This is an optimization exercise on Yosys and OpenROAD, whose aim is small area, a short achievable clock period and few clock cycles per item, not a production implementation. Function was checked by simulation only, so behaviour that the tests miss may differ from the original. Power is estimated from default activity; no workload was simulated.

[flow/design.v]
`timescale 1ns / 1ps
`default_nettype none
package rlbe_pkg;
   localparam int LITERAL_MAX_DEF = 128;
   localparam int REPEAT_MAX_DEF  = 129;
   localparam int CHUNK_BYTES_DEF = 8;
   localparam int BYTE_W      = 8;
   localparam int MAX_LANES   = 8;
   localparam int CHUNK_W     = BYTE_W * MAX_LANES;
   localparam int COUNT_W     = 4;
   localparam int RSP_TDATA_W = 72;
   typedef struct packed {
      logic              valid;
      logic [BYTE_W-1:0] data;
      logic              final_byte;
      logic              stream_end;
   } pack_byte_type;
endpackage
`default_nettype wire
`timescale 1ns / 1ps
`default_nettype none
module rlbe_packer (
   input  wire logic                           clock,
   input  wire logic                           reset,
   input  wire logic                           emit,
   input  wire logic [7:0]                     c_hdr,
   input  wire logic [7:0]                     c_ta,
   input  wire logic [7:0]                     c_tb,
   input  wire logic                           c_t0z,
   input  wire logic                           c_t1b,
   input  wire logic [1:0]                     c_nt,
   input  wire logic                           c_body,
   input  wire logic [4:0]                     c_klast,
   input  wire logic [4:0]                     c_trow,
   input  wire logic [2:0]                     c_tlane,
   input  wire logic [3:0]                     c_lcnt,
   input  wire logic                           c_user,
   input  wire logic [1023:0]                  rows,
   output logic                                d_v,
   output logic                                d_free,
   output logic                                d_body,
   output logic [15:0]                         rsel,
   output logic                                rsp_tvalid,
   input  wire logic                           rsp_tready,
   output logic [rlbe_pkg::RSP_TDATA_W-1:0]    rsp_tdata,
   output logic                                rsp_tlast,
   output logic                                rsp_tuser
);
   logic [7:0]  d_hdr, d_ta, d_tb, d_t0, d_t1, d_t2;
   logic        d_t0z, d_t1b;
   logic [1:0]  d_nt;
   logic [2:0]  d_tlane;
   logic [3:0]  d_lcnt;
   logic        d_user, d_first;
   logic [4:0]  rem;
   logic [5:0]  tcnt;
   logic        o_v, o_last, o_user;
   logic [63:0] o_data;
   logic [3:0]  o_cnt;
   logic        load, d_last, at_t, at_t1, pre_t;
   logic [63:0] row, chunk;
   assign d_last = (rem == 5'd0);
   assign load   = d_v && (!o_v || rsp_tready);
   assign d_free = !d_v || (d_last && !o_v);
   assign at_t   = (tcnt == 6'd0);
   assign at_t1  = (tcnt == 6'h3F);
   assign pre_t  = !tcnt[5] && !at_t;
   always_comb begin
      row = '0;
      for (int r = 0; r < 16; r++)
         row = row | ({64{rsel[r]}} & rows[64*r +: 64]);
   end
   assign d_t0 = d_t0z ? 8'h00 : d_ta;
   assign d_t1 = d_t1b ? d_tb : 8'h01;
   assign d_t2 = d_tb;
   always_comb begin
      for (int j = 0; j < 8; j++) begin
         logic body, s0, s1, s2;
         body = pre_t || (at_t && (3'(j) < d_tlane));
         s0   = at_t && (d_tlane == 3'(j)) && (d_nt != 2'd0);
         s1   = (at_t && (d_tlane == 3'(j - 1)) && (j >= 1) && (d_nt >= 2'd2)) ||
                (at_t1 && (j == 0) && (d_tlane == 3'd7) && (d_nt >= 2'd2));
         s2   = at_t && (d_tlane == 3'(j - 2)) && (j >= 2) && (d_nt == 2'd3);
         if (j == 0 && d_first)
            chunk[8*j +: 8] = d_hdr;
         else
            chunk[8*j +: 8] = ({8{body}} & row[8*j +: 8]) | ({8{s0}} & d_t0) |
                              ({8{s1}} & d_t1) | ({8{s2}} & d_t2);
      end
   end
   always_ff @(posedge clock) begin
      if (reset) begin
         d_v <= 1'b0;
         o_v <= 1'b0;
      end else begin
         if (emit) d_v <= 1'b1;
         else if (load && d_last) d_v <= 1'b0;
         o_v <= load || (o_v && !rsp_tready);
      end
      if (d_free) begin
         d_hdr   <= c_hdr;
         d_ta    <= c_ta;
         d_tb    <= c_tb;
         d_t0z   <= c_t0z;
         d_t1b   <= c_t1b;
         d_nt    <= c_nt;
         d_body  <= c_body;
         d_tlane <= c_tlane;
         d_lcnt  <= c_lcnt;
         d_user  <= c_user;
         d_first <= 1'b1;
         rem     <= c_klast;
         tcnt    <= {1'b0, c_trow};
         rsel    <= 16'd1;
      end else if (load) begin
         d_first <= 1'b0;
         rem     <= rem - 5'd1;
         tcnt    <= tcnt - 6'd1;
         rsel    <= {rsel[14:0], 1'b0};
      end
      if (load) begin
         o_data <= chunk;
         o_cnt  <= d_last ? d_lcnt : 4'd8;
         o_last <= d_last;
         o_user <= d_last && d_user;
      end
   end
   assign rsp_tvalid = o_v;
   assign rsp_tdata  = {4'd0, o_cnt, o_data};
   assign rsp_tlast  = o_last;
   assign rsp_tuser  = o_user;
endmodule
`default_nettype wire
`timescale 1ns / 1ps
`default_nettype none
module run_length_byte_encoder #(
   parameter int LITERAL_MAX = rlbe_pkg::LITERAL_MAX_DEF,
   parameter int REPEAT_MAX  = rlbe_pkg::REPEAT_MAX_DEF,
   parameter int CHUNK_BYTES = rlbe_pkg::CHUNK_BYTES_DEF
) (
   input  wire logic                           clock,
   input  wire logic                           reset,
   input  wire logic                           req_tvalid,
   output logic                                req_tready,
   input  wire logic [7:0]                     req_tdata,
   input  wire logic                           req_tlast,
   output logic                                rsp_tvalid,
   input  wire logic                           rsp_tready,
   output logic [rlbe_pkg::RSP_TDATA_W-1:0]    rsp_tdata,
   output logic                                rsp_tlast,
   output logic                                rsp_tuser
);
   logic       h_v, s_v, rdy;
   logic [7:0] h_d, s_d;
   logic       h_l, s_l, h_eq, s_eq;
   logic       in_eq;
   logic       go;
   logic       accept;
   logic       h_take;
   assign req_tready = rdy;
   assign accept     = req_tvalid && rdy;
   assign in_eq      = (req_tdata == h_d);
   assign h_take     = s_v ? go : (accept && (!h_v || go));
   always_ff @(posedge clock) begin
      if (reset) begin
         h_v <= 1'b0;
         s_v <= 1'b0;
         rdy <= 1'b1;
      end else begin
         if (s_v) begin
            h_v <= 1'b1;
            s_v <= !go;
            rdy <= go;
         end else begin
            h_v <= accept || (h_v && !go);
            s_v <= accept && h_v && !go;
            rdy <= !(accept && h_v && !go);
         end
      end
      if (h_take) begin
         h_d  <= s_v ? s_d  : req_tdata;
         h_l  <= s_v ? s_l  : req_tlast;
         h_eq <= s_v ? s_eq : in_eq;
      end
      if (!s_v) begin
         s_d  <= req_tdata;
         s_l  <= req_tlast;
         s_eq <= in_eq;
      end
   end
   logic       open_ff, ract_ff;
   logic [7:0] held_ff;
   logic [6:0] lcnt_ff, rm_ff;
   logic [4:0] wrow_ff;
   logic       lz_ff, lmax_ff, rmax_ff;
   logic       n_open, n_ract;
   logic [6:0] n_lcnt, n_rm;
   logic [4:0] n_wrow;
   logic [6:0] lcnt_p1, lcnt_m1, rm_p1;
   logic [4:0] lcnt_p2_row;
   logic       emit, swr;
   logic [7:0] c_hdr;
   logic       c_t0z, c_t1b;
   logic [6:0] c_nb;
   logic [1:0] c_nt;
   logic [4:0] c_klast, c_trow;
   logic [2:0] c_tlane;
   logic [3:0] c_lcnt;
   logic       d_v, d_free, d_busy_row, d_body;
   logic [15:0] w_row;
   logic [7:0]  w_lane;
   logic [7:0]  w_data;
   assign lcnt_p1 = lcnt_ff + 7'd1;
   assign lcnt_m1 = lcnt_ff - 7'd1;
   assign rm_p1   = rm_ff + 7'd1;
   assign lcnt_p2_row = {1'b0, lcnt_ff[6:3]} + {4'd0, (lcnt_ff[2:1] == 2'b11)};
   always_comb begin
      emit    = 1'b0;
      swr     = 1'b0;
      n_open  = 1'b1;
      n_lcnt  = lcnt_ff;
      n_ract  = ract_ff;
      n_rm    = rm_ff;
      n_wrow  = wrow_ff;
      c_hdr   = 8'h01;
      c_nb    = 7'd0;
      c_nt    = 2'd1;
      c_t0z   = 1'b0;
      c_t1b   = 1'b0;
      c_klast = 5'd0;
      if (!open_ff) begin
         n_lcnt = 7'd0;
         n_wrow = 5'd0;
         n_ract = 1'b0;
      end else if (h_eq) begin
         if (!ract_ff) begin
            n_lcnt = 7'd0;
            n_wrow = 5'd0;
            n_ract = 1'b1;
            n_rm   = 7'd0;
            if (!lz_ff) begin
               emit    = 1'b1;
               c_hdr   = {lcnt_m1, 1'b1};
               c_nb    = lcnt_ff;
               c_nt    = h_l ? 2'd2 : 2'd0;
               c_t0z   = 1'b1;
               c_t1b   = 1'b1;
               c_klast = h_l ? lcnt_p2_row : {1'b0, lcnt_ff[6:3]};
            end else begin
               c_hdr = 8'h00;
            end
         end else if (!rmax_ff) begin
            n_rm  = rm_p1;
            c_hdr = {rm_p1, 1'b0};
         end else begin
            emit   = 1'b1;
            n_ract = 1'b0;
            c_hdr  = 8'hFE;
            c_nt   = h_l ? 2'd3 : 2'd1;
         end
      end else begin
         if (ract_ff) begin
            emit   = 1'b1;
            n_ract = 1'b0;
            n_lcnt = 7'd0;
            n_wrow = 5'd0;
            c_hdr  = {rm_ff, 1'b0};
            c_nt   = h_l ? 2'd3 : 2'd1;
         end else if (!lmax_ff) begin
            swr     = !h_l;
            n_lcnt  = lcnt_p1;
            n_wrow  = lcnt_p2_row;
            c_hdr   = {lcnt_p1, 1'b1};
            c_nb    = lcnt_ff;
            c_nt    = 2'd2;
            c_t1b   = 1'b1;
            c_klast = lcnt_p2_row;
         end else begin
            emit    = 1'b1;
            n_lcnt  = 7'd0;
            n_wrow  = 5'd0;
            c_hdr   = 8'hFF;
            c_nb    = 7'd127;
            c_nt    = h_l ? 2'd3 : 2'd1;
            c_klast = 5'd16;
         end
      end
      if (h_l) begin
         emit   = 1'b1;
         n_open = 1'b0;
         n_lcnt = 7'd0;
         n_wrow = 5'd0;
         n_ract = 1'b0;
      end
   end
   always_comb begin
      if (c_nb == 7'd0) begin
         c_trow  = 5'd0;
         c_tlane = 3'd1;
      end else if (c_nb == 7'd127) begin
         c_trow  = 5'd16;
         c_tlane = 3'd0;
      end else begin
         c_trow  = wrow_ff;
         c_tlane = lcnt_p1[2:0];
      end
      c_lcnt = {1'b0, c_nb[2:0] + {1'b0, c_nt}} + 4'd1;
   end
   logic [15:0] rsel;
   always_comb begin
      d_busy_row = 1'b0;
      for (int r = 0; r < 16; r++)
         if (5'(r) <= wrow_ff) d_busy_row = d_busy_row | rsel[r];
      d_busy_row = d_busy_row && d_v && d_body;
   end
   assign go = h_v && !(emit && !d_free) && !(swr && d_busy_row);
   always_ff @(posedge clock) begin
      if (reset) begin
         open_ff <= 1'b0;
         ract_ff <= 1'b0;
         lcnt_ff <= 7'd0;
         wrow_ff <= 5'd0;
         lz_ff   <= 1'b1;
         lmax_ff <= 1'b0;
         w_lane  <= 8'd0;
      end else begin
         if (go) begin
            open_ff <= n_open;
            ract_ff <= n_ract;
            lcnt_ff <= n_lcnt;
            wrow_ff <= n_wrow;
            lz_ff   <= (n_lcnt == 7'd0);
            lmax_ff <= (n_lcnt == 7'd127);
         end
         for (int j = 0; j < 8; j++) w_lane[j] <= go && swr && (lcnt_p1[2:0] == 3'(j));
      end
      if (go) begin
         held_ff <= h_d;
         rm_ff   <= n_rm;
         rmax_ff <= (n_rm == 7'd127);
      end
      for (int r = 0; r < 16; r++) w_row[r] <= (lcnt_p1[6:3] == 4'(r));
      w_data <= held_ff;
   end
   logic [1023:0] rows;
   logic [7:0]  slot [128];
   always_comb slot[0] = 8'h00;
   for (genvar s = 1; s < 128; s++) begin : g_slot
      always_ff @(posedge clock) begin
         if (w_row[s / 8] && w_lane[s % 8]) slot[s] <= w_data;
      end
   end
   for (genvar r = 0; r < 16; r++) begin : g_row
      for (genvar j = 0; j < 8; j++) begin : g_lane
         assign rows[64*r + 8*j +: 8] = slot[8*r + j];
      end
   end
   rlbe_packer u_packer (
      .clock      (clock),
      .reset      (reset),
      .emit       (go && emit),
      .c_hdr      (c_hdr),
      .c_ta       (open_ff ? held_ff : h_d),
      .c_tb       (h_d),
      .c_t0z      (c_t0z),
      .c_t1b      (c_t1b),
      .c_nt       (c_nt),
      .c_body     (c_nb != 7'd0),
      .c_klast    (c_klast),
      .c_trow     (c_trow),
      .c_tlane    (c_tlane),
      .c_lcnt     (c_lcnt),
      .c_user     (h_l),
      .rows       (rows),
      .d_v        (d_v),
      .d_free     (d_free),
      .d_body     (d_body),
      .rsel       (rsel),
      .rsp_tvalid (rsp_tvalid),
      .rsp_tready (rsp_tready),
      .rsp_tdata  (rsp_tdata),
      .rsp_tlast  (rsp_tlast),
      .rsp_tuser  (rsp_tuser)
   );
endmodule
`default_nettype wire
[flow/run.sh]
#!/bin/bash
# synth_recipe.tcl (not shown) runs the flow's synth.tcl, then flattens the netlist and writes it again
# the make line also repeats each setting of config.mk as NAME=value (left out here)
make -C /OpenROAD-flow-scripts/flow DESIGN_CONFIG=/design/flow/config.mk WORK_HOME=/design/flow/orfs CLKGATE_MAP_FILE= SYNTH_SCRIPT=/design/flow/synth_recipe.tcl finish
[flow/config.mk]
export PLATFORM = sky130hd
export DESIGN_NAME = run_length_byte_encoder
export DESIGN_NICKNAME = run_length_byte_encoder
export VERILOG_FILES = /design/flow/design.v
export SDC_FILE = /design/flow/constraint.sdc
export NUM_CORES = 4
export LEC_CHECK = 0
export CAP_MARGIN = 20
export CORE_MARGIN = 2
export CORE_UTILIZATION = 40
export PLACE_DENSITY = 0.6
export SETUP_SLACK_MARGIN = 3.3
export SLEW_MARGIN = 20
[flow/constraint.sdc]
create_clock -name core_clock -period 6.0 [get_ports {clock}]
set_input_delay 1.2000 -clock core_clock [delete_from_list [all_inputs] [get_ports {clock}]]
set_output_delay 1.2000 -clock core_clock [all_outputs]
set_load 0.01 [all_outputs]
==> results of run 1 <==
==> power breakdown <==
part / internal, mW / switching, mW
clock network: 4.28 / 3.21
logic: 0.200 / 0.504
registers: 9.62 / 0.202
total: 14.1 / 3.92
==> metrics by stage <==
step	hold slack, ns	total power [mW]	cells
after global routing	0.376	18.5	4565
final	0.358	18.0	4569
after CTS	0.365	18.0	4562
after floorplan	0.342	10.3	2869
after global placement	0.349	10.7	4325
after detailed placement	0.359	10.7	4325
==> flip-flops by register name, indices dropped and copies added (netlist names), 16 cells and up <==
register	count
slot	1016
u_packer.o_data	64
u_packer.rsel	16
w_row	16
==> per-layer routing <==
metal,GRT usage [%],share of wire (%)
met4,8.80,4.0
met2,36.9,47
met3,4.33,10
met1,31.3,39
met5,0,0
==> final timing paths <==
check                         start                   to  slack (ns)  depth (start not counted)
setup reg to reg  u_packer.rsel[13]  u_packer.o_data[59]        3.23                          7
hold / removal           held_ff[4]            w_data[4]        0.36                          0
setup / recovery  u_packer.rsel[13]  u_packer.o_data[59]        3.23                          7
hold reg to reg          held_ff[4]            w_data[4]        0.36                          0
==> cell type report <==
cell class / instances / share of cell area (%)
Inverter: 20 / 0.161
Multi-Input combinational cell: 1421 / 18.7
Antenna cell: 4 / 0.0186
Tap cell: 1524 / 3.55
Timing Repair inverter: 1 / 0.0140
Sequential cell: 1239 / 67.9
Clock inverter: 75 / 1.30
Timing Repair Buffer: 135 / 2.33
Clock buffer: 150 / 6.01
==> kinds of logic (layout without fill, tap and decap cells) <==
group / Yosys count / count (layout) / synth area share, %
DFF: 1239 / 1239 / 77.3
buffers and inverters: 209 / 381 / 1.74
and+or+nand+nor: 482 / 482 / 5.63
AOI/OAI and AO/OA: 857 / 857 / 13.5
muxes: 27 / 27 / 0.643
adders and majority gates: 16 / 16 / 0.441
other: 1 / 8 / 0.00797
xor gates and xnor gates: 35 / 35 / 0.651
==> layout by cell type (no fill, tap or decap), types with 26 or more instances in the layout <==
cell type      count
a21oi_1           87
a221oi_1         162
a22o_1           171
a22oi_1          171
a31oi_1           53
and2_1           136
and3_1            57
buf_4             36
clkbuf_16        123
clkinv_1          26
clkinv_2          27
dfxtp_1           53
dlygate4sd2_1     67
edfxtp_1        1159
mux2_2            26
nand2_1           97
nand3_1           38
nor2_1            41
o21ai_0           92
==> repair_timing <==
item	4_1_cts	5_1_grt
setup endpoints to repair	253	75
buffers inserted	11	3
gates cloned	1	0
hold buffers	0	0
gates resized for setup	113	37
pin swaps	2	2
==> summary.md, run 1 <==
| Metric | Value |
|---|---|
| Power Dens Cells | `336 nW/um^2` |
| IO buf count | `84` |
| EDFF count, synth | `1,159` |
| Worst path cell trace | `buf_4, a22o_1, a221oi_1, and3_1, a31oi_1, a21oi_1, o21ai_1` |
| Max Buffers Root-to-Sink | `3` |
| Fin util | `46.1%` |
| Endpoints failing setup | `0` |
| Htree depth | `3` |
| Vias in the first global route | `27,779` |
| WP data arrival | `3.28 ns` |
| Mean Syn Cell Area | `16.4 sq um` |
| Placed Instance Area | `49,500 sq um` |
| Post-Syn Instances | `2,866` |
| Vias per inst | `6.24` |
| Dpl ws | `1.86 ns` |
| GRT Residual Overflow | `0` |
| Synth warnings | `3` |
| Synth top area share | `73.9%` |
| Top cells by area, synth | `edfxtp_1 (74%), dfxtp_1 (3.4%), a22o_1 (3.2%), a221oi_1 (3.1%), a22oi_1 (2.7%)` |
| Drt pass-1 iters | `7` |
| Reg clk slew, reported paths | `0.06 ns` |
| TNS Setup | `0 ns` |
| Post-synthesis register bit count | `1,239` |
| Antenna violations before repair | `9` |
| CTS tree | `built` |
| HP Class | `reg -> reg` |
| Dpl hpwl | `85.6 mm` |
| Mapped cell area | `47,100 sq um` |
| Tot GR Track Use | `23.0%` |
| Core area | `117,000 sq um` |
| Maximum clock frequency | `0.361 GHz` |
| Layout fillers | `9,793` |
| Bufs and invs on worst path | `1` |
| Area growth from synthesis to layout | `14.1%` |
| Share of cells above drive strength 1 | `10.8%` |
| Die width | `347 um` |
| Ys flop type | `edfxtp_1` |
| Crit path largest cell delay | `0.79 ns` |
| Fin nets | `2,968` |
| Via Count | `28,518` |
| Starting Density | `40.4%` |
| First-pass GRT wire length | `202 mm` |
| Maximum VDD drop | `251 uV` |
| Slowest CP cell | `dfxtp_4` |
| Die height | `347 um` |
| CP max FO | `41` |
| Skew-Pair Late Insertion Delay | `0.72 ns` |
| Setup crit end kind | `register` |
| Area of the multi-input gates | `10,000 sq um` |
| Area leader, netlist | `edfxtp_1` |
| Storage cell area | `36,500 sq um` |
| Die Area | `120,000 sq um` |
| Delay-heaviest family, CP | `compound AO/OA/AOI/OAI gates` |
| Routed Antenna Nets | `0` |
| Async set-reset flop share out of synthesis | `0%` |
| Site row count | `125` |
| Worst Tran Pin Value | `1.03 ns` |
| Yosys cell types | `73` |
| Final instance area | `53,700 sq um` |
| DRT iter0 DRCs | `3,890` |
| IO Pins | `89` |
| CP Class | `reg -> reg` |
| Most numerous cell in the Yosys netlist | `edfxtp_1` |
| Routed WL | `142 mm` |
| Final hold vios | `0` |
| Minimum clock period after layout | `2.77 ns` |
| Root Driver | `clkbuf_16` |
| RSZ-0062 raised after global routing | `yes` |
| Status | `timing/DRC/antenna clean` |
| Rel. slew slack | `31.4%` |
| CP Launch Type | `register` |
| Drt wl/cell | `31.0 um` |
| DRC viols | `0` |
| CTS Buf Count | `121` |
| GPL Wtd Cong | `0.892` |
| Layout Skew | `0.0383 ns` |
| Slew Viols, Final | `0` |
| Crit share post-route | `46.1%` |
| Worst Slack Setup Final | `3.23 ns` |
| P_leak | `16.7 nW` |
| Pin count of the biggest net entering global routing | `107` |
| Total of max-cap violations | `0` |
| Top cells by count, synth | `edfxtp_1 (1,159), a22o_1 (171), a22oi_1 (171), a221oi_1 (164), and2_1 (136)` |
| Post-synthesis sequential area ratio | `77.3%` |
| Sink Count | `1,239` |
| CP required | `6.51 ns` |
Testbench counts, summed over its fixed seeds: cycles 21,712, items 21,130.
==> inputs of run 2 (changes only) <==
--- a/flow/design.v
+++ b/flow/design.v
@@ -61,7 +61,7 @@
    logic [63:0] row, chunk;
    assign d_last = (rem == 5'd0);
    assign load   = d_v && (!o_v || rsp_tready);
-   assign d_free = !d_v || (d_last && !o_v);
+   assign d_free = !d_v || (d_last && (!o_v || rsp_tready));
    assign at_t   = (tcnt == 6'd0);
    assign at_t1  = (tcnt == 6'h3F);
    assign pre_t  = !tcnt[5] && !at_t;
--- a/flow/config.mk
+++ b/flow/config.mk
@@ -7,7 +7,9 @@
 export LEC_CHECK = 0
 export CAP_MARGIN = 20
 export CORE_MARGIN = 2
-export CORE_UTILIZATION = 40
-export PLACE_DENSITY = 0.6
-export SETUP_SLACK_MARGIN = 3.3
+export CORE_UTILIZATION = 65
+export CTS_CLUSTER_DIAMETER = 60
+export CTS_CLUSTER_SIZE = 25
+export PLACE_DENSITY = 0.75
+export SETUP_SLACK_MARGIN = 3.6
 export SLEW_MARGIN = 20
==> run 2 against run 1 <==
Core utilization rose by 27 points. Area after synthesis barely moved. Count of clock-buffer cells in the layout fell by 69. Clock power fell by 28%. Die area fell by 38%. Flip-flop and latch count did not move. Clock skew fell by 0.0053 ns. Worst setup slack improved by 0.16 ns. Sequential share of layout area rose by 1.6 points. Final cell count fell by 13%. First-iteration DRC count rose by 37%. Via count rose by 2.8%. Critical path type is now reg -> out.
==> summary.md, run 2 <==
| Metric | Value |
|---|---|
| Power Dens Cells | `298 nW/um^2` |
| Delay-heaviest family, CP | `flip-flops` |
| Most numerous cell in the Yosys netlist | `edfxtp_1` |
| Ys flop type | `edfxtp_1` |
| Vias in the first global route | `27,726` |
| Largest register FFs | `1,016` |
| Minimum clock period after layout | `2.61 ns` |
| Max Buffers Root-to-Sink | `3` |
| Maximum VDD drop | `297 uV` |
| Setup crit end kind | `output port` |
| GRT Residual Overflow | `0` |
| Drt pass-1 iters | `7` |
| Top cells by count, synth | `edfxtp_1 (1,159), a22oi_1 (229), a22o_1 (151), a221oi_1 (147), and2_1 (137)` |
| Die Area | `74,600 sq um` |
| Reg clk slew, reported paths | `0.10 ns` |
| Crit path largest cell delay | `0.54 ns` |
| Reg with most FFs | `slot` |
| Post-synthesis register bit count | `1,239` |
| IO Pins | `89` |
| Core area | `71,600 sq um` |
| RSZ-0062 raised after global routing | `yes` |
| DRC viols | `0` |
| Async set-reset flop share out of synthesis | `0%` |
| Bufs and invs on worst path | `1` |
| Antenna violations before repair | `5` |
| Post-Syn Instances | `2,880` |
| Fin nets | `2,999` |
| Reg2reg start | `u_packer.tcnt[1]` |
| CTS tree | `built` |
| Non-Filler Instances | `3,977` |
| Drt wl/cell | `34.2 um` |
| Total of max-cap violations | `0` |
| Layout Skew | `0.0330 ns` |
| Setup crit start | `u_packer.o_data[23]` |
| Maximum clock frequency | `0.383 GHz` |
| HP Class | `reg -> reg` |
| Commonest cells after routing, fill and taps aside | `edfxtp_1 (1,159), a22oi_1 (226), a22o_1 (151), and2_1 (136), a221oi_1 (135)` |
| Post-synthesis sequential area ratio | `77.3%` |
| Synth warnings | `3` |
| EDFF count, synth | `1,159` |
| Area leader, netlist | `edfxtp_1` |
| Sink Count | `1,239` |
| Slew Viols, Final | `0` |
| WP data arrival | `1.41 ns` |
| Share of cells above drive strength 1 | `15.3%` |
| First-pass GRT wire length | `193 mm` |
| GPL Wtd Cong | `0.948` |
| Worst Tran Pin Value | `1.15 ns` |
| CTS Buf Count | `70` |
| Mean Syn Cell Area | `16.3 sq um` |
| P_leak | `16.7 nW` |
| Die height | `273 um` |
| Skew-Pair Late Insertion Delay | `0.66 ns` |
| CP required | `4.80 ns` |
| Area growth from synthesis to layout | `11.5%` |
| Routed WL | `136 mm` |
| Tot GR Track Use | `36.1%` |
| IO buf count | `84` |
| Worst path cell trace | `buf_2` |
| Synth top area share | `73.9%` |
| Site row count | `98` |
| Pin count of the biggest net entering global routing | `119` |
| CP max FO | `1` |
| Htree depth | `3` |
| TNS Setup | `0 ns` |
| CP Launch Type | `register` |
| Vias per inst | `7.37` |
| Via Count | `29,321` |
| Dpl hpwl | `80.3 mm` |
| Placed Instances | `3,778` |
| Endpoints failing setup | `0` |
| Routed Antenna Nets | `0` |
| Final hold vios | `0` |
| Rel. slew slack | `23.3%` |
| Largest registers | `slot: 1016 flops, u_packer.o_data: 64 flops` |
| CP Class | `reg -> out` |
| Root Driver | `clkbuf_16` |
| Die width | `273 um` |
| Yosys cell types | `84` |
| Slowest CP cell | `edfxtp_1` |
| Starting Density | `65.7%` |
| Hold Crit Start | `held_ff[5]` |
| Status | `timing/DRC/antenna clean` |
| Mapped cell area | `47,100 sq um` |
| Most common cell after layout, fill and taps aside | `edfxtp_1` |
| Top cells by area, synth | `edfxtp_1 (74%), a22oi_1 (3.7%), dfxtp_1 (3.4%), a22o_1 (2.8%), a221oi_1 (2.7%)` |
| Crit share post-route | `43.5%` |
| DRT iter0 DRCs | `5,341` |
## run 2: cells by family (layout without fill, tap and decap cells)
group	Yosys count	in the layout	synth area share (%)
flops	1239	1239	77.3
compound gates	797	797	13.0
simple gates	555	555	6.32
buf+inv	217	354	1.81
xor+xnor	32	32	0.595
mux	23	23	0.540
fa+ha+maj	16	16	0.441
other cells	1	11	0.00797
## run 2: area by class of cell
class / count / area [sq um]
fillers: 4325 / 19100
clock inverters: 41 / 448
well taps: 950 / 1190
inverters: 44 / 196
multi-input cells: 1427 / 10600
repair buffers: 187 / 1630
repair inverters: 1 / 8.76
diodes: 7 / 17.5
flip-flops and latches: 1239 / 36500
clock buffers: 81 / 1880
## run 2: what timing repair did
item / 4_1_cts / 5_1_grt
pin swaps: 23 / 25
buffers inserted: 45 / 22
endpoints found under the setup margin: 342 / 191
hold endpoints to repair: 0 / 0
hold buffers: 0 / 0
gates cloned: 3 / 0
resized for setup: 457 / 89
## run 2: worst paths after layout
kind / endpoint / cells after the start / slack [ns]
max: rsp_tdata[23] / 1 / 3.39
min: w_data[5] / 0 / 0.37
min reg2reg: w_data[5] / 0 / 0.37
max reg2reg: u_packer.o_data[1] / 9 / 3.43
## run 2: metal layers
metal  routed length (um)  global-route usage, %  vias to the layer above
met2                61200                   53.9                     2446
met5                    9                  0.770                        -
met4                 5800                   13.4                        2
li1                     -                      -                    11886
met3                19900                   9.63                      365
met1                48900                   51.7                    14622
## run 2: metrics by stage
step           area (sq um)  utilization, %  worst slack [ns]  hold slack [ns]  power (mW)
3_3_place_gp          48800            68.1              2.07            0.347        10.3
5_1_grt               52400            73.2              3.36            0.380        15.9
3_5_place_dp          48800            68.1              1.93            0.350        10.4
2_1_floorplan         47100               -              3.52            0.342        10.1
4_1_cts               51900            72.4              3.41            0.374        15.6
6_report              52500            73.3              3.39            0.373        15.6
## run 2: report_power, final
| part | switching [mW] | internal [mW] |
|---|---|---|
| Sequential | 0.160 | 9.56 |
| Clock | 2.91 | 2.45 |
| Combinational | 0.381 | 0.149 |
Testbench counts of run 2, summed over its fixed seeds: cycles 21,609, items 21,130.
==> inputs of run 3 (changes only) <==
--- a/flow/design.v
+++ b/flow/design.v
@@ -33,7 +33,6 @@
    input  wire logic [4:0]                     c_klast,
    input  wire logic [4:0]                     c_trow,
    input  wire logic [2:0]                     c_tlane,
-   input  wire logic [3:0]                     c_lcnt,
    input  wire logic                           c_user,
    input  wire logic [1023:0]                  rows,
    output logic                                d_v,
@@ -51,6 +50,7 @@
    logic [1:0]  d_nt;
    logic [2:0]  d_tlane;
    logic [3:0]  d_lcnt;
+   logic [2:0]  lcnt_m1;
    logic        d_user, d_first;
    logic [4:0]  rem;
    logic [5:0]  tcnt;
@@ -60,6 +60,8 @@
    logic        load, d_last, at_t, at_t1, pre_t;
    logic [63:0] row, chunk;
    assign d_last = (rem == 5'd0);
+   assign lcnt_m1 = d_tlane + {1'b0, d_nt} - 3'd1;
+   assign d_lcnt  = {1'b0, lcnt_m1} + 4'd1;
    assign load   = d_v && (!o_v || rsp_tready);
    assign d_free = !d_v || (d_last && (!o_v || rsp_tready));
    assign at_t   = (tcnt == 6'd0);
@@ -106,7 +108,6 @@
          d_nt    <= c_nt;
          d_body  <= c_body;
          d_tlane <= c_tlane;
-         d_lcnt  <= c_lcnt;
          d_user  <= c_user;
          d_first <= 1'b1;
          rem     <= c_klast;
@@ -205,7 +206,6 @@
    logic [1:0] c_nt;
    logic [4:0] c_klast, c_trow;
    logic [2:0] c_tlane;
-   logic [3:0] c_lcnt;
    logic       d_v, d_free, d_busy_row, d_body;
    logic [15:0] w_row;
    logic [7:0]  w_lane;
@@ -304,7 +304,6 @@
          c_trow  = wrow_ff;
          c_tlane = lcnt_p1[2:0];
       end
-      c_lcnt = {1'b0, c_nb[2:0] + {1'b0, c_nt}} + 4'd1;
    end
    logic [15:0] rsel;
    always_comb begin
@@ -369,7 +368,6 @@
       .c_klast    (c_klast),
       .c_trow     (c_trow),
       .c_tlane    (c_tlane),
-      .c_lcnt     (c_lcnt),
       .c_user     (h_l),
       .rows       (rows),
       .d_v        (d_v),
--- a/flow/config.mk
+++ b/flow/config.mk
@@ -13,3 +13,4 @@
 export PLACE_DENSITY = 0.75
 export SETUP_SLACK_MARGIN = 3.6
 export SLEW_MARGIN = 20
+export TNS_END_PERCENT = 5
==> run 3 against run 2 <==
Final cell count fell by 1.9%. Still clean on timing, DRC and antenna. Critical path depth grew 5. Critical path type is now reg -> reg. Critical endpoint is now u_packer.o_data[21]. Synthesized cell count decreased by 1.2%. Sequential power hardly changed. Worst setup slack improved by 0.0057 ns. Die area rose by 0.15%. Clock power is 3% lower.
==> summary.md, run 3 <==
| Metric | Value |
|---|---|
| Slowest CP cell | `dfxtp_2` |
| Maximum VDD drop | `358 uV` |
| Vias per inst | `7.39` |
| Antenna violations before repair | `8` |
| Most common cell after layout, fill and taps aside | `edfxtp_1` |
| Mean Syn Cell Area | `16.6 sq um` |
| Instance count on the critical path | `6` |
| Worst path cell trace | `buf_12, a22o_1, a221oi_1, and3_1, a31oi_1, a221o_1` |
| Reg with most FFs | `slot` |
| Maximum clock frequency | `0.384 GHz` |
| CTS tree | `built` |
| Internal power | `12.1 mW` |
| Largest registers | `slot: 1016 flops, u_packer.o_data: 64 flops` |
| Clock group share of total power | `33.6%` |
| TNS Setup | `0 ns` |
| CP max FO | `56` |
| Most numerous cell in the Yosys netlist | `edfxtp_1` |
| Reg clk slew, reported paths | `0.09 ns` |
| Skew-Pair Late Insertion Delay | `0.64 ns` |
| Reg2reg end | `u_packer.o_data[21]` |
| Cts hold-fix bufs | `0` |
| Synth warnings | `3` |
| Adder-Cell Fraction of Synth Area | `0.475%` |
| Yosys cell types | `90` |
| Largest family of logic cells by synthesized area | `compound AO/OA/AOI/OAI gates` |
| Share of cells above drive strength 1 | `11.5%` |
| Starting Density | `65.8%` |
| Top cells by count, synth | `edfxtp_1 (1,155), a22oi_1 (178), a22o_1 (168), a221oi_1 (163), and2_1 (135)` |
| Drt wl/cell | `35.2 um` |
| HP Class | `reg -> reg` |
| Hold depth | `0` |
| Via Count | `28,837` |
| P_leak | `16.4 nW` |
| DRC viols | `0` |
| Slew Viols, Final | `0` |
| EDFF count, synth | `1,155` |
| Routed Antenna Nets | `0` |
| Fin util | `72.3%` |
| GPL Wtd Cong | `0.953` |
| CP Launch Type | `register` |
| Switch share | `21.7%` |
| Site row count | `98` |
| Root Driver | `clkbuf_16` |
| R2R setup slack | `3.40 ns` |
| Top cells by area, synth | `edfxtp_1 (74%), dfxtp_1 (3.4%), a22o_1 (3.1%), a221oi_1 (3.0%), a22oi_1 (2.8%)` |
| Delay-heaviest family, CP | `compound AO/OA/AOI/OAI gates` |
| Post-synthesis register bit count | `1,235` |
| IO Pins | `89` |
| Mux share of post-synthesis cell area | `0.634%` |
| Area leader, netlist | `edfxtp_1` |
| Async set-reset flop share out of synthesis | `0%` |
| Vias in the first global route | `27,197` |
| Final hold vios | `0` |
| CP Class | `reg -> reg` |
| Seq pwr share | `62.6%` |
| Status | `timing/DRC/antenna clean` |
| Drt pass-1 iters | `6` |
| Core area | `71,600 sq um` |
| WHS Endpoint | `w_data[6]` |
| Total of max-cap violations | `0` |
| Minimum clock period after layout | `2.60 ns` |
| RSZ-0062 raised after global routing | `yes` |
| Endpoints failing setup | `0` |
| Die height | `273 um` |
| Commonest cells after routing, fill and taps aside | `edfxtp_1 (1,155), a22oi_1 (177), a22o_1 (168), a221oi_1 (161), and2_1 (135)` |
| Dpl hpwl | `80.3 mm` |
| Synth Area in Compound Gates | `13.1%` |
| R2R cell count | `6` |
| Tot GR Track Use | `36.7%` |
| Mapped cell area | `47,100 sq um` |
| Worst Tran Pin Value | `1.13 ns` |
| Routed WL | `137 mm` |
| Power Dens Cells | `299 nW/um^2` |
| Reg2reg start | `u_packer.rsel[14]` |
| Combinational power share | `3.7%` |
| Post-Syn Instances | `2,846` |
| XOR/XNOR share of the synthesized area | `0.703%` |
| Post-synthesis sequential area ratio | `77.0%` |
| GRT Residual Overflow | `0` |
| Synth Area in Simple Gates | `6.41%` |
| Layout fillers | `4,382` |
| Htree depth | `3` |
| Crit path largest cell delay | `0.47 ns` |
| CTS Buf Count | `68` |
| Max Buffers Root-to-Sink | `3` |
| CP required | `6.38 ns` |
| Ys flop type | `edfxtp_1` |
| Area growth from synthesis to layout | `9.89%` |
| Pin count of the biggest net entering global routing | `106` |
| Synth top area share | `73.6%` |
| Sink Count | `1,235` |
| First-pass GRT wire length | `193 mm` |
| Die width | `273 um` |
| Rel. slew slack | `24.7%` |
| Die Area | `74,700 sq um` |
| Layout Skew | `0.0227 ns` |
| Crit share post-route | `43.4%` |
| Fin nets | `2,929` |
| WP data arrival | `2.98 ns` |
| Setup crit end kind | `register` |
| Sw Pwr | `3.36 mW` |
| Hold Crit Start | `held_ff[6]` |
| DRT iter0 DRCs | `4,890` |
| Largest register FFs | `1,016` |
| IO buf count | `84` |
| Bufs and invs on worst path | `1` |
-- run 3: worst max-delay path by stage --
stage / to / start / slack [ns]
final: u_packer.o_data[21] / u_packer.rsel[14] / 3.40
after CTS: rsp_tdata[54] / u_packer.o_data[54] / 3.41
after floorplan: h_d[0] / rsp_tready / 3.40
after global placement: u_packer.o_data[28] / rsp_tready / 2.01
after detailed placement: u_packer.o_data[44] / rsp_tready / 1.92
after global routing: u_packer.o_data[45] / u_packer.tcnt[1] / 3.42
-- run 3: layout make-up --
cell class	count	area, sq um	area share, %
antenna	9	22.5	0.0435
clock buffer	78	1810	3.50
clock inverter	35	414	0.799
inverter	29	131	0.254
multi-input combinational	1410	10400	20.2
sequential	1235	36400	70.2
tap	950	1190	2.29
timing repair buffer	154	1420	2.74
timing repair inverter	1	8.76	0.0169
-- run 3: logic make-up after synthesis --
logic type / after synthesis
compound gates: 770
xor+xnor: 37
fa+ha+maj: 18
buf+inv: 204
flops: 1235
mux: 27
other cells: 1
simple gates: 554
-- run 3: repair_timing --
action / CTS / global route
gates resized for setup: 159 / 83
gates cloned: 2 / 0
buffers inserted: 13 / 24
pin swaps: 6 / 11
setup endpoints to repair: 321 / 266
-- run 3: metrics by stage --
step	hold slack (ns)	instance area [sq um]	worst slack (ns)	cells	power, mW
after floorplan	0.342	47200	3.40	2849	10.1
after global placement	0.347	48900	2.01	3740	10.4
after detailed placement	0.360	48900	1.92	3740	10.4
after CTS	0.383	51500	3.41	3868	15.4
after global routing	0.387	51800	3.42	3895	15.8
final	0.386	51800	3.40	3901	15.5
-- run 3: worst reg2reg max path: stages, from the launching register on --
cell	delay, ns
dfxtp_2	0.47
buf_12	0.25
a22o_1	0.47
a221oi_1	0.28
and3_1	0.23
a31oi_1	0.26
a221o_1	0.38
-- run 3: power by group through the flow --
stage          registers, mW  logic (mW)  clock network, mW
3_5_place_dp            9.90       0.524                  0
4_1_cts                 9.69       0.543               5.20
3_3_place_gp            9.89       0.511                  0
2_1_floorplan           9.86       0.254                  0
6_report                9.71       0.581               5.21
5_1_grt                 9.71       0.601               5.49
-- run 3: per-layer routing --
| metal | GRT usage (%) | up-vias | part of all wire, % |
|---|---|---|---|
| li1 | - | 11725 | - |
| met1 | 52.1 | 14447 | 36 |
| met2 | 55.9 | 2337 | 46 |
| met3 | 7.87 | 326 | 14 |
| met4 | 15.9 | 2 | 4.7 |
| met5 | 0 | - | 0.026 |
Testbench counts of run 3, summed over its fixed seeds: cycles 21,609, items 21,130.
==> inputs of run 4 (changes only) <==
--- a/flow/design.v
+++ b/flow/design.v
@@ -59,14 +59,15 @@
    logic [3:0]  o_cnt;
    logic        load, d_last, at_t, at_t1, pre_t;
    logic [63:0] row, chunk;
-   assign d_last = (rem == 5'd0);
+   logic        last_ff, at_t_ff, at_t1_ff, pre_t_ff;
+   assign d_last = last_ff;
    assign lcnt_m1 = d_tlane + {1'b0, d_nt} - 3'd1;
    assign d_lcnt  = {1'b0, lcnt_m1} + 4'd1;
    assign load   = d_v && (!o_v || rsp_tready);
    assign d_free = !d_v || (d_last && (!o_v || rsp_tready));
-   assign at_t   = (tcnt == 6'd0);
-   assign at_t1  = (tcnt == 6'h3F);
-   assign pre_t  = !tcnt[5] && !at_t;
+   assign at_t   = at_t_ff;
+   assign at_t1  = at_t1_ff;
+   assign pre_t  = pre_t_ff;
    always_comb begin
       row = '0;
       for (int r = 0; r < 16; r++)
@@ -112,11 +113,19 @@
          d_first <= 1'b1;
          rem     <= c_klast;
          tcnt    <= {1'b0, c_trow};
+         last_ff  <= (c_klast == 5'd0);
+         at_t_ff  <= (c_trow == 5'd0);
+         at_t1_ff <= 1'b0;
+         pre_t_ff <= (c_trow != 5'd0);
          rsel    <= 16'd1;
       end else if (load) begin
          d_first <= 1'b0;
          rem     <= rem - 5'd1;
          tcnt    <= tcnt - 6'd1;
+         last_ff  <= (rem == 5'd1);
+         at_t_ff  <= (tcnt == 6'd1);
+         at_t1_ff <= at_t_ff;
+         pre_t_ff <= pre_t_ff && (tcnt != 6'd1);
          rsel    <= {rsel[14:0], 1'b0};
       end
       if (load) begin
--- a/flow/config.mk
+++ b/flow/config.mk
@@ -8,8 +8,8 @@
 export CAP_MARGIN = 20
 export CORE_MARGIN = 2
 export CORE_UTILIZATION = 65
-export CTS_CLUSTER_DIAMETER = 60
-export CTS_CLUSTER_SIZE = 25
+export CTS_CLUSTER_DIAMETER = 80
+export CTS_CLUSTER_SIZE = 28
 export PLACE_DENSITY = 0.75
 export SETUP_SLACK_MARGIN = 3.6
 export SLEW_MARGIN = 20
==> run 4 against run 3 <==
Still clean on timing, DRC and antenna. Design area is 1.8% lower. Sequential share of layout area is 1.6 points higher. Routed wire length is 2.9% lower. Fmax is 1.1% lower. Non-clock buffer count is 5 lower. Via count is 0.64% higher. First-iteration DRC count is 13% higher. Power is 6.3% lower. Largest cell class unchanged. Largest power group unchanged. Highest routed layer unchanged.
==> summary.md, run 4 <==
| Metric | Value |
|---|---|
| Reg with most FFs | `slot` |
| Most numerous cell in the Yosys netlist | `edfxtp_1` |
| Root Driver | `clkbuf_16` |
| Setup crit end kind | `register` |
| Mean Syn Cell Area | `16.1 sq um` |
| Core area | `71,600 sq um` |
| Top cells by count, synth | `edfxtp_1 (1,158), a22oi_1 (269), and2_1 (137), clkbuf_1 (136), a221oi_1 (125)` |
| CP Launch Type | `register` |
| Die width | `273 um` |
| Htree depth | `2` |
| DRC viols | `0` |
| Pin count of the biggest net entering global routing | `105` |
| Tot GR Track Use | `35.2%` |
| GPL Wtd Cong | `0.930` |
| Final instance area | `50,900 sq um` |
| TNS Setup | `0 ns` |
| Rel. slew slack | `19.9%` |
| Dpl hpwl | `79.3 mm` |
| WP data arrival | `2.96 ns` |
| Reg clk slew, reported paths | `0.10 ns` |
| EDFF count, synth | `1,158` |
| Layout Skew | `0.0258 ns` |
| Die height | `273 um` |
| Ys flop type | `edfxtp_1` |
| IO Pins | `89` |
| Max Buffers Root-to-Sink | `3` |
| Fin util | `71.0%` |
| Placed Instances | `3,806` |
| Maximum VDD drop | `240 uV` |
| Area leader, netlist | `edfxtp_1` |
| Sink Count | `1,239` |
| Largest registers | `slot: 1016 flops, u_packer.o_data: 64 flops` |
| Crit share post-route | `43.9%` |
| Top cells by area, synth | `edfxtp_1 (74%), a22oi_1 (4.3%), dfxtp_1 (3.4%), a221oi_1 (2.3%), a22o_1 (2.2%)` |
| CP required | `6.32 ns` |
| Routed Antenna Nets | `0` |
| Share of cells above drive strength 1 | `8.54%` |
| Worst Tran Pin Value | `1.19 ns` |
| P_leak | `15.9 nW` |
| CP Class | `reg -> reg` |
| Total of max-cap violations | `0` |
| Synth top area share | `73.8%` |
| IO buf count | `84` |
| Commonest cells after routing, fill and taps aside | `edfxtp_1 (1,158), a22oi_1 (269), and2_1 (137), a221oi_1 (120), a22o_1 (120)` |
| First-pass GRT wire length | `188 mm` |
| CP max FO | `14` |
| Starting Density | `65.8%` |
| Post-synthesis sequential area ratio | `77.2%` |
| Fin nets | `2,969` |
| Largest register FFs | `1,016` |
| Final hold vios | `0` |
| Storage cell area | `36,500 sq um` |
| Skew-Pair Late Insertion Delay | `0.66 ns` |
| Placed Instance Area | `48,800 sq um` |
| Post-Syn Instances | `2,922` |
| Yosys cell types | `75` |
| Layout fillers | `4,456` |
| Vias in the first global route | `27,266` |
| Status | `timing/DRC/antenna clean` |
| CTS tree | `built` |
| CTS Buf Count | `51` |
| Slew Viols, Final | `0` |
| Drt wl/cell | `34.0 um` |
| Maximum clock frequency | `0.380 GHz` |
| Site row count | `98` |
| Area growth from synthesis to layout | `7.89%` |
| Power Dens Cells | `286 nW/um^2` |
| Area of the multi-input gates | `10,100 sq um` |
| Antenna violations before repair | `11` |
| Worst Slack Setup Final | `3.37 ns` |
| Non-Filler Instances | `3,924` |
| RSZ-0062 raised after global routing | `yes` |
| Cts hold-fix bufs | `0` |
| Total power | `14.5 mW` |
| Mapped cell area | `47,100 sq um` |
| Most common cell after layout, fill and taps aside | `edfxtp_1` |
| GRT Residual Overflow | `0` |
| Drt pass-1 iters | `9` |
| Synth warnings | `3` |
| Dpl ws | `1.93 ns` |
| Routed WL | `133 mm` |
| Async set-reset flop share out of synthesis | `0%` |
| Vias per inst | `7.40` |
| Endpoints failing setup | `0` |
| Hold_ws | `0.380 ns` |
| Minimum clock period after layout | `2.63 ns` |
| HP Class | `reg -> reg` |
| DRT iter0 DRCs | `5,532` |
| Via Count | `29,021` |
| Post-synthesis register bit count | `1,239` |
| Die Area | `74,700 sq um` |
[run 4: cell count changes after synthesis, sizes merged, moves of 22 or more]
cell	previous run	this run
and3	48	8
a31oi	48	7
buf	75	53
nand4	2	54
clkbuf	100	136
a22o	168	120
a221o	37	14
a22oi	178	269
nor2	91	120
a221oi	163	125
[run 4: report_power, final]
group          leakage [nW]  switching (mW)  internal, mW
Sequential             11.2           0.193          9.65
Clock                 0.695            2.48          1.63
Combinational          3.99           0.432         0.149
Total                  15.9            3.11          11.4
[run 4: kinds of logic (layout without fill, tap and decap cells)]
| kind of cell | after synthesis | in the layout | share of synthesized area [%] |
|---|---|---|---|
| DFF | 1239 | 1239 | 77.2 |
| AOI/OAI and AO/OA | 756 | 756 | 12.5 |
| and+or+nand+nor | 626 | 626 | 6.81 |
| buffers and inverters | 227 | 253 | 1.87 |
| xor gates and xnor gates | 34 | 34 | 0.632 |
| muxes | 21 | 21 | 0.494 |
| adders and majority gates | 18 | 18 | 0.478 |
| other | 1 | 27 | 0.00796 |
[run 4: area by class of cell]
type	instances	area share [%]
Clock buffer	58	2.64
Antenna cell	23	0.113
Multi-Input combinational cell	1459	19.8
Timing Repair Buffer	149	2.84
Inverter	38	0.322
Sequential cell	1239	71.8
Clock inverter	8	0.157
Tap cell	950	2.34
[run 4: path summary, 6_finish.rpt]
| check | startpoint | endpoint | slack, ns | depth (start not counted) |
|---|---|---|---|---|
| worst max-delay path | u_packer.pre_t_ff | u_packer.o_data[40] | 3.37 | 4 |
| worst min-delay path | held_ff[2] | w_data[2] | 0.38 | 0 |
| worst max register to register | u_packer.pre_t_ff | u_packer.o_data[40] | 3.37 | 4 |
| worst min register to register | held_ff[2] | w_data[2] | 0.38 | 0 |
[run 4: critical path, stage by stage, from the launching register on]
cell and delay, ns:
edfxtp_1 0.70, a21o_1 0.45, o21ai_1 0.54, o21bai_2 0.33
o2111ai_1 0.28
[run 4: per-layer routing]
metal	global-route usage (%)	up-vias	wire length (um)
met5	0	-	51
met4	13.2	8	6080
met3	9.13	378	18600
met2	53.4	2418	60600
met1	49.8	14401	48000
li1	-	11816	-
[run 4: what timing repair did]
action	4_1_cts	5_1_grt
endpoints found under the hold margin	0	0
setup buffers	8	17
pin swaps	6	7
setup endpoints to repair	289	215
gates cloned	2	2
gates resized for setup	239	39
Testbench counts of run 4, summed over its fixed seeds: cycles 21,609, items 21,130.
==> inputs of run 5 (changes only) <==
--- a/flow/config.mk
+++ b/flow/config.mk
@@ -13,4 +13,3 @@
 export PLACE_DENSITY = 0.75
 export SETUP_SLACK_MARGIN = 3.6
 export SLEW_MARGIN = 20
-export TNS_END_PERCENT = 5
==> run 5 against run 4 <==
Combinational power grew 2%. Fmax rose by 4.3%. Register-to-register slack improved by 0.11 ns. Worst setup slack gained 0.11 ns. Global-route usage up 0.59 points. Core utilization is 0.22 points lower. Non-clock buffer count rose by 3. Area after synthesis is the same.
==> summary.md, run 5 <==
| Metric | Value |
|---|---|
| Worst Tran Pin Value | `1.11 ns` |
| Largest register FFs | `1,016` |
| Post-synthesis register bit count | `1,239` |
| Minimum clock period after layout | `2.52 ns` |
| Power Dens Cells | `286 nW/um^2` |
| Post-Syn Instances | `2,922` |
| Tot GR Track Use | `35.8%` |
| Top cells by area, synth | `edfxtp_1 (74%), a22oi_1 (4.3%), dfxtp_1 (3.4%), a221oi_1 (2.3%), a22o_1 (2.2%)` |
| Final hold vios | `0` |
| Die height | `273 um` |
| Setup crit end kind | `register` |
| Largest registers | `slot: 1016 flops, u_packer.o_data: 64 flops` |
| CP max FO | `8` |
| Post-synthesis sequential area ratio | `77.2%` |
| Critical path endpoint | `wrow_ff[4]` |
| IO buf count | `84` |
| Vias in the first global route | `27,097` |
| GRT Residual Overflow | `0` |
| Met2 wire length | `61.4 mm` |
| Top cells by count, synth | `edfxtp_1 (1,158), a22oi_1 (269), and2_1 (137), clkbuf_1 (136), a221oi_1 (125)` |
| Clock group share of total power | `28.1%` |
| TNS Setup | `0 ns` |
| IO Pins | `89` |
| DRC viols | `0` |
| Drt wl/cell | `34.1 um` |
| Die width | `273 um` |
| Cts hold-fix bufs | `0` |
| Bufs and invs on worst path | `0` |
| Dpl hpwl | `79.7 mm` |
| First-pass GRT wire length | `191 mm` |
| Via Count | `28,835` |
| CTS tree | `built` |
| Combinational power share | `4.1%` |
| Starting Density | `65.8%` |
| DRT iter0 DRCs | `5,085` |
| Total power | `14.5 mW` |
| Dpl ws | `2.05 ns` |
| R2R cell count | `6` |
| Placed Instance Area | `48,800 sq um` |
| Skew-Pair Late Insertion Delay | `0.66 ns` |
| Vias per inst | `7.35` |
| Share of cells above drive strength 1 | `11.2%` |
| Most numerous cell in the Yosys netlist | `edfxtp_1` |
| Synth warnings | `3` |
| EDFF count, synth | `1,158` |
| CTS Buf Count | `51` |
| Root Driver | `clkbuf_16` |
| Rel. slew slack | `26.1%` |
| Reg clk slew, reported paths | `0.11 ns` |
| Crit path largest cell delay | `0.59 ns` |
| Reg with most FFs | `slot` |
| Delay-heaviest family, CP | `simple AND/OR/NAND/NOR gates` |
| Max Buffers Root-to-Sink | `3` |
| Htree depth | `2` |
| CP Launch Type | `register` |
| Antenna violations before repair | `12` |
| Async set-reset flop share out of synthesis | `0%` |
| Reg2reg start | `wrow_ff[0]` |
| Crit share post-route | `42.1%` |
| Commonest cells after routing, fill and taps aside | `edfxtp_1 (1,158), a22oi_1 (269), and2_1 (136), a22o_1 (120), a221oi_1 (119)` |
| Sw Pwr | `3.13 mW` |
| Slowest CP cell | `or4_4` |
| GPL Wtd Cong | `0.922` |
| Mapped cell area | `47,100 sq um` |
| Switch share | `21.6%` |
| Endpoints failing setup | `0` |
| R2R setup slack | `3.48 ns` |
| Pin count of the biggest net entering global routing | `104` |
| Area leader, netlist | `edfxtp_1` |
| Drt pass-1 iters | `5` |
| Fin nets | `2,972` |
| Area growth from synthesis to layout | `7.55%` |
| Site row count | `98` |
| Mean Syn Cell Area | `16.1 sq um` |
| CP dominant cell by count | `or4_4` |
| Status | `timing/DRC/antenna clean` |
| DRT met1 WL | `48.5 mm` |
| Total of max-cap violations | `0` |
| Instance count on the critical path | `6` |
| Core area | `71,600 sq um` |
| Most common cell after layout, fill and taps aside | `edfxtp_1` |
| WP data arrival | `3.06 ns` |
| Die Area | `74,700 sq um` |
| P_leak | `15.9 nW` |
| Yosys cell types | `75` |
| Top layer in use | `met4` |
| Routed Antenna Nets | `0` |
| Routed WL | `134 mm` |
| Seq pwr share | `67.9%` |
| Worst Slack Setup Final | `3.48 ns` |
| Ys flop type | `edfxtp_1` |
| RSZ-0062 raised after global routing | `yes` |
| Maximum VDD drop | `245 uV` |
| Sink Count | `1,239` |
| Maximum clock frequency | `0.396 GHz` |
| CP Class | `reg -> reg` |
| HP Class | `reg -> reg` |
| CP required | `6.54 ns` |
| Slew Viols, Final | `0` |
| Internal power | `11.4 mW` |
| Met3 Routed Length | `18.0 mm` |
| Setup crit start | `wrow_ff[0]` |
| Worst path cell trace | `o41ai_2, a22oi_1, or4_4, or4_4, nand2_4, mux2_4` |
| Reg2reg end | `wrow_ff[4]` |
| Layout Skew | `0.0212 ns` |
| Synth top area share | `73.8%` |
| Final instance area | `50,700 sq um` |
## run 5: cell types whose count changed in the layout (fill, tap and decap cells not counted), moves of 5 or more
cell | previous run | this run
buf_2 | 23 | 70
buf_6 | 9 | 16
clkdlybuf4s15_1 | 46 | 0
dfxtp_4 | 21 | 26
nor2_1 | 116 | 105
nor2_2 | 1 | 10
o21ai_0 | 41 | 36
## run 5: layout make-up
class	instances	area, sq um
multi-input combinational	1459	10200
fill	4463	20900
clock inverter	7	66.3
sequential	1239	36500
tap	950	1190
clock buffer	59	1310
inverter	38	166
timing repair buffer	152	1180
antenna	19	47.5
## run 5: cells by family (layout without fill, tap and decap cells)
group,after synthesis,count (layout),synth area share [%]
other,1,23,0.00796
buffers and inverters,227,256,1.87
muxes,21,21,0.494
xor gates and xnor gates,34,34,0.632
DFF,1239,1239,77.2
and+or+nand+nor,626,626,6.81
adders and majority gates,18,18,0.478
AOI/OAI and AO/OA,756,756,12.5
## run 5: power by group through the flow
stage	Combinational [mW]	Clock (mW)	Sequential, mW
floorplan	0.262	0	10.0
global placement	0.527	0	10.0
detailed placement	0.548	0	10.0
CTS	0.557	4.05	9.84
global route	0.625	4.32	9.86
finish	0.590	4.07	9.85
## run 5: layer usage
layer / vias to the layer above / GRT usage (%)
met5: - / 0
met4: 0 / 14.0
met3: 325 / 8.54
met2: 2269 / 54.3
met1: 14451 / 50.9
li1: 11790 / -
## run 5: what timing repair did
action | in CTS | in global routing
setup buffers | 19 | 11
gates cloned | 0 | 0
pin swaps | 7 | 14
resized for setup | 380 | 52
setup endpoints to repair | 290 | 144
## run 5: how the worst min path moves through the flow
| stage | start | end | slack [ns] | depth (start not counted) |
|---|---|---|---|---|
| after floorplan | held_ff[0] | w_data[0] | 0.34 | 0 |
| after global placement | held_ff[1] | w_data[1] | 0.35 | 0 |
| after detailed placement | held_ff[5] | w_data[5] | 0.36 | 0 |
| after CTS | held_ff[1] | w_data[1] | 0.39 | 0 |
| after global routing | held_ff[7] | w_data[7] | 0.40 | 0 |
| final | held_ff[1] | w_data[1] | 0.39 | 0 |
## run 5: through the flow
stage	hold slack, ns	util, %	instances
after global routing	0.398	70.7	3905
final	0.386	70.8	3923
after CTS	0.385	70.3	3892
after detailed placement	0.358	68.2	3807
after floorplan	0.342	-	2925
after global placement	0.352	68.2	3807
==> inputs of run 6 (changes only) <==
--- a/flow/design.v
+++ b/flow/design.v
@@ -29,7 +29,6 @@
    input  wire logic                           c_t0z,
    input  wire logic                           c_t1b,
    input  wire logic [1:0]                     c_nt,
-   input  wire logic                           c_body,
    input  wire logic [4:0]                     c_klast,
    input  wire logic [4:0]                     c_trow,
    input  wire logic [2:0]                     c_tlane,
@@ -37,8 +36,7 @@
    input  wire logic [1023:0]                  rows,
    output logic                                d_v,
    output logic                                d_free,
-   output logic                                d_body,
-   output logic [15:0]                         rsel,
+   output logic                                d_adv,
    output logic                                rsp_tvalid,
    input  wire logic                           rsp_tready,
    output logic [rlbe_pkg::RSP_TDATA_W-1:0]    rsp_tdata,
@@ -59,11 +57,13 @@
    logic [3:0]  o_cnt;
    logic        load, d_last, at_t, at_t1, pre_t;
    logic [63:0] row, chunk;
+   logic [15:0] rsel;
    logic        last_ff, at_t_ff, at_t1_ff, pre_t_ff;
    assign d_last = last_ff;
    assign lcnt_m1 = d_tlane + {1'b0, d_nt} - 3'd1;
    assign d_lcnt  = {1'b0, lcnt_m1} + 4'd1;
    assign load   = d_v && (!o_v || rsp_tready);
+   assign d_adv  = !o_v || rsp_tready;
    assign d_free = !d_v || (d_last && (!o_v || rsp_tready));
    assign at_t   = at_t_ff;
    assign at_t1  = at_t1_ff;
@@ -107,7 +107,6 @@
          d_t0z   <= c_t0z;
          d_t1b   <= c_t1b;
          d_nt    <= c_nt;
-         d_body  <= c_body;
          d_tlane <= c_tlane;
          d_user  <= c_user;
          d_first <= 1'b1;
@@ -215,7 +214,7 @@
    logic [1:0] c_nt;
    logic [4:0] c_klast, c_trow;
    logic [2:0] c_tlane;
-   logic       d_v, d_free, d_busy_row, d_body;
+   logic       d_v, d_free, d_busy_row, d_adv;
    logic [15:0] w_row;
    logic [7:0]  w_lane;
    logic [7:0]  w_data;
@@ -314,13 +313,7 @@
          c_tlane = lcnt_p1[2:0];
       end
    end
-   logic [15:0] rsel;
-   always_comb begin
-      d_busy_row = 1'b0;
-      for (int r = 0; r < 16; r++)
-         if (5'(r) <= wrow_ff) d_busy_row = d_busy_row | rsel[r];
-      d_busy_row = d_busy_row && d_v && d_body;
-   end
+   assign d_busy_row = d_v && !d_adv;
    assign go = h_v && !(emit && !d_free) && !(swr && d_busy_row);
    always_ff @(posedge clock) begin
       if (reset) begin
@@ -373,7 +366,6 @@
       .c_t0z      (c_t0z),
       .c_t1b      (c_t1b),
       .c_nt       (c_nt),
-      .c_body     (c_nb != 7'd0),
       .c_klast    (c_klast),
       .c_trow     (c_trow),
       .c_tlane    (c_tlane),
@@ -381,8 +373,7 @@
       .rows       (rows),
       .d_v        (d_v),
       .d_free     (d_free),
-      .d_body     (d_body),
-      .rsel       (rsel),
+      .d_adv      (d_adv),
       .rsp_tvalid (rsp_tvalid),
       .rsp_tready (rsp_tready),
       .rsp_tdata  (rsp_tdata),
==> run 6 against run 5 <==
Still clean on timing, DRC and antenna. Worst setup slack improved by 0.026 ns. Power fell by 0.99%. Synthesized cell count shrank 0.31%. Largest cell class unchanged. Largest power group unchanged. Highest routed layer is now met5.
==> summary.md, run 6 <==
| Metric | Value |
|---|---|
| Area growth from synthesis to layout | `7.82%` |
| Area leader, netlist | `edfxtp_1` |
| Minimum clock period after layout | `2.50 ns` |
| CTS tree | `built` |
| Total power | `14.4 mW` |
| Worst Tran Pin Value | `1.08 ns` |
| Reg with most FFs | `slot` |
| Most numerous cell in the Yosys netlist | `edfxtp_1` |
| Post-Syn Instances | `2,913` |
| Drt wl/cell | `33.7 um` |
| Hold depth | `0` |
| Delay-heaviest family, CP | `compound AO/OA/AOI/OAI gates` |
| Pin count of the biggest net entering global routing | `104` |
| Bufs and invs on worst path | `1` |
| Total of max-cap violations | `0` |
| Slowest CP cell | `nor2_1` |
| Async set-reset flop share out of synthesis | `0%` |
| Post-synthesis sequential area ratio | `77.4%` |
| DRT iter0 DRCs | `4,461` |
| Fin nets | `2,984` |
| Root Driver | `clkbuf_16` |
| R2R setup slack | `3.50 ns` |
| Reg2reg end | `u_packer.o_data[26]` |
| EDFF count, synth | `1,157` |
| CP required | `6.35 ns` |
| Reg2reg start | `u_packer.rsel[9]` |
| Site row count | `98` |
| Starting Density | `65.7%` |
| Antenna violations before repair | `3` |
| Synth top area share | `74.0%` |
| Max Buffers Root-to-Sink | `3` |
| Die Area | `74,400 sq um` |
| Via Count | `28,496` |
| TNS Setup | `0 ns` |
| Final hold vios | `0` |
| WP data arrival | `2.85 ns` |
| Worst path cell trace | `buf_12, a22o_1, a221oi_1, nand3_1, nor2_1, o221ai_1` |
| Yosys cell types | `66` |
| Largest register FFs | `1,016` |
| Crit path largest cell delay | `0.52 ns` |
| Rel. slew slack | `27.7%` |
| Vias in the first global route | `27,261` |
| Mapped cell area | `47,000 sq um` |
| Power Dens Cells | `284 nW/um^2` |
| Reg clk slew, reported paths | `0.11 ns` |
| Largest registers | `slot: 1016 flops, u_packer.o_data: 64 flops` |
| First-pass GRT wire length | `190 mm` |
| Cts hold-fix bufs | `0` |
| CTS Buf Count | `52` |
| Dpl hpwl | `80.6 mm` |
| Placed Instances | `3,808` |
| Post-synthesis register bit count | `1,238` |
| Slew Viols, Final | `0` |
| Setup crit end kind | `register` |
| Maximum clock frequency | `0.400 GHz` |
| Hold Crit Start | `held_ff[6]` |
| Die width | `273 um` |
| P_leak | `16.0 nW` |
| Status | `timing/DRC/antenna clean` |
| Non-Filler Instances | `3,931` |
| Die height | `273 um` |
| RSZ-0062 raised after global routing | `yes` |
| Most common cell after layout, fill and taps aside | `edfxtp_1` |
| WHS Endpoint | `w_data[6]` |
| GPL Wtd Cong | `0.930` |
| Crit share post-route | `41.6%` |
| CP Launch Type | `register` |
| Ys flop type | `edfxtp_1` |
| Top cells by area, synth | `edfxtp_1 (74%), a22oi_1 (5.3%), dfxtp_1 (3.5%), and2_1 (1.9%), a221oi_1 (1.7%)` |
| IO Pins | `89` |
| Drt pass-1 iters | `6` |
| DRC viols | `0` |
| Endpoints failing setup | `0` |
| Htree depth | `2` |
| Share of cells above drive strength 1 | `11.3%` |
| GRT Residual Overflow | `0` |
| Synth warnings | `3` |
| Tot GR Track Use | `35.6%` |
| CP Class | `reg -> reg` |
| Top cells by count, synth | `edfxtp_1 (1,157), a22oi_1 (333), and2_1 (139), clkbuf_1 (127), nor2_1 (115)` |
| Layout Skew | `0.0311 ns` |
| Skew-Pair Late Insertion Delay | `0.67 ns` |
| Maximum VDD drop | `292 uV` |
| CP max FO | `40` |
| Sink Count | `1,238` |
| R2R cell count | `6` |
| Core area | `71,500 sq um` |
| Commonest cells after routing, fill and taps aside | `edfxtp_1 (1,157), a22oi_1 (333), and2_1 (138), nand2_1 (100), nand3_1 (94)` |
| Layout fillers | `4,552` |
| Vias per inst | `7.25` |
| IO buf count | `84` |
| Routed Antenna Nets | `0` |
| HP Class | `reg -> reg` |
| Routed WL | `132 mm` |
| Mean Syn Cell Area | `16.1 sq um` |
==> run 6: metal layers <==
layer	track usage, %	part of all wire (%)	up-vias
met3	6.83	11	323
li1	-	-	11714
met4	17.4	5.8	2
met5	0	0.043	-
met2	55.7	47	2022
met1	48.8	36	14435
==> run 6: how the worst max path moves through the flow <==
stage / startpoint / end / slack (ns) / cells past startpoint
after floorplan: rsp_tready / h_d[0] / 3.13 / 10
after global placement: rsp_tready / h_d[3] / 2.05 / 9
after detailed placement: rsp_tready / h_d[0] / 2.02 / 9
after CTS: u_packer.d_tlane[1] / u_packer.o_data[5] / 3.51 / 6
after global routing: u_packer.o_data[1] / rsp_tdata[1] / 3.51 / 1
final: u_packer.rsel[9] / u_packer.o_data[26] / 3.50 / 6
==> run 6: power breakdown <==
part / total, mW / switching [mW] / internal [mW]
clock network: 4.25 / 2.54 / 1.71
registers: 9.68 / 0.139 / 9.55
logic: 0.433 / 0.301 / 0.132
==> run 6: layout make-up <==
| cell class | count | area (sq um) | share of cell area (%) |
|---|---|---|---|
| clock inverter | 10 | 106 | 0.210 |
| inverter | 34 | 139 | 0.274 |
| tap | 950 | 1190 | 2.35 |
| multi-input combinational | 1464 | 10100 | 20.0 |
| timing repair buffer | 162 | 1210 | 2.38 |
| timing repair inverter | 1 | 8.76 | 0.0173 |
| clock buffer | 69 | 1420 | 2.80 |
| antenna | 3 | 7.51 | 0.0148 |
| sequential | 1238 | 36500 | 72.0 |
==> run 6: kinds of logic after synthesis <==
family                   share of synthesized area (%)
flip-flops                                        77.4
buffers and inverters                             1.80
multiplexers                                     0.514
adder cells (fa/ha/maj)                          0.479
AO/OA/AOI/OAI                                     12.1
AND/OR/NAND/NOR                                   6.95
XOR/XNOR                                         0.746
other                                          0.00798
==> run 6: through the flow <==
step           hold WS [ns]  util, %  worst slack [ns]  area (sq um)
2_1_floorplan         0.342        -              3.13         47100
3_3_place_gp          0.356     68.2              2.05         48800
3_5_place_dp          0.352     68.2              2.02         48800
4_1_cts               0.377     70.5              3.51         50400
5_1_grt               0.398     70.8              3.51         50600
6_report              0.377     70.8              3.50         50600
==> run 6: what timing repair did <==
| action | in CTS | in global routing |
|---|---|---|
| endpoints found under the setup margin | 306 | 114 |
| pin swaps | 6 | 3 |
| cloned | 2 | 1 |
| buffers inserted | 21 | 17 |
| gates resized for setup | 368 | 34 |
| hold endpoints to repair | 0 | 0 |
Testbench counts of run 6, summed over its fixed seeds: cycles 21,589, items 21,130.

[separate check: timing with driven ports]
Ports are ideal in the flow. The routed layouts listed here were re-timed in OpenROAD.
Step 1 assumes that a clkbuf_16 drives the clock port and a buf_2 every other input.
Step 2 moves the port delays by t, midway between the first and last clock arrival at a register: inputs arrive t later, outputs are due t later. That takes back most of the time a late clock gives input paths.
Three values: no drivers, after step 1, after step 2; two values: the first two.
run | shift t [ns] | setup slack, ns | hold WS [ns]
run 1 | 0.770 | 3.232 / 3.232 / 2.814 | 0.358 / 0.358 / 0.358
run 2 | 0.709 | 3.390 / 3.324 / 3.153 | 0.373 / 0.373 / 0.373
run 3 | 0.698 | 3.395 / 3.393 / 2.847 | 0.386 / 0.386 / 0.386
run 4 | 0.710 | 3.368 / 3.368 / 2.932 | 0.380 / 0.380 / 0.380
run 5 | 0.725 | 3.475 / 3.475 / 2.966 | 0.386 / 0.386 / 0.386
run 6 | 0.723 | 3.501 / 3.473 / 3.018 | 0.377 / 0.377 / 0.377
After both steps setup and hold are still met in every run listed. For run 3, which loses most, drivers alone change the setup slack by -0.002 ns; drivers and shift together by -0.548 ns.
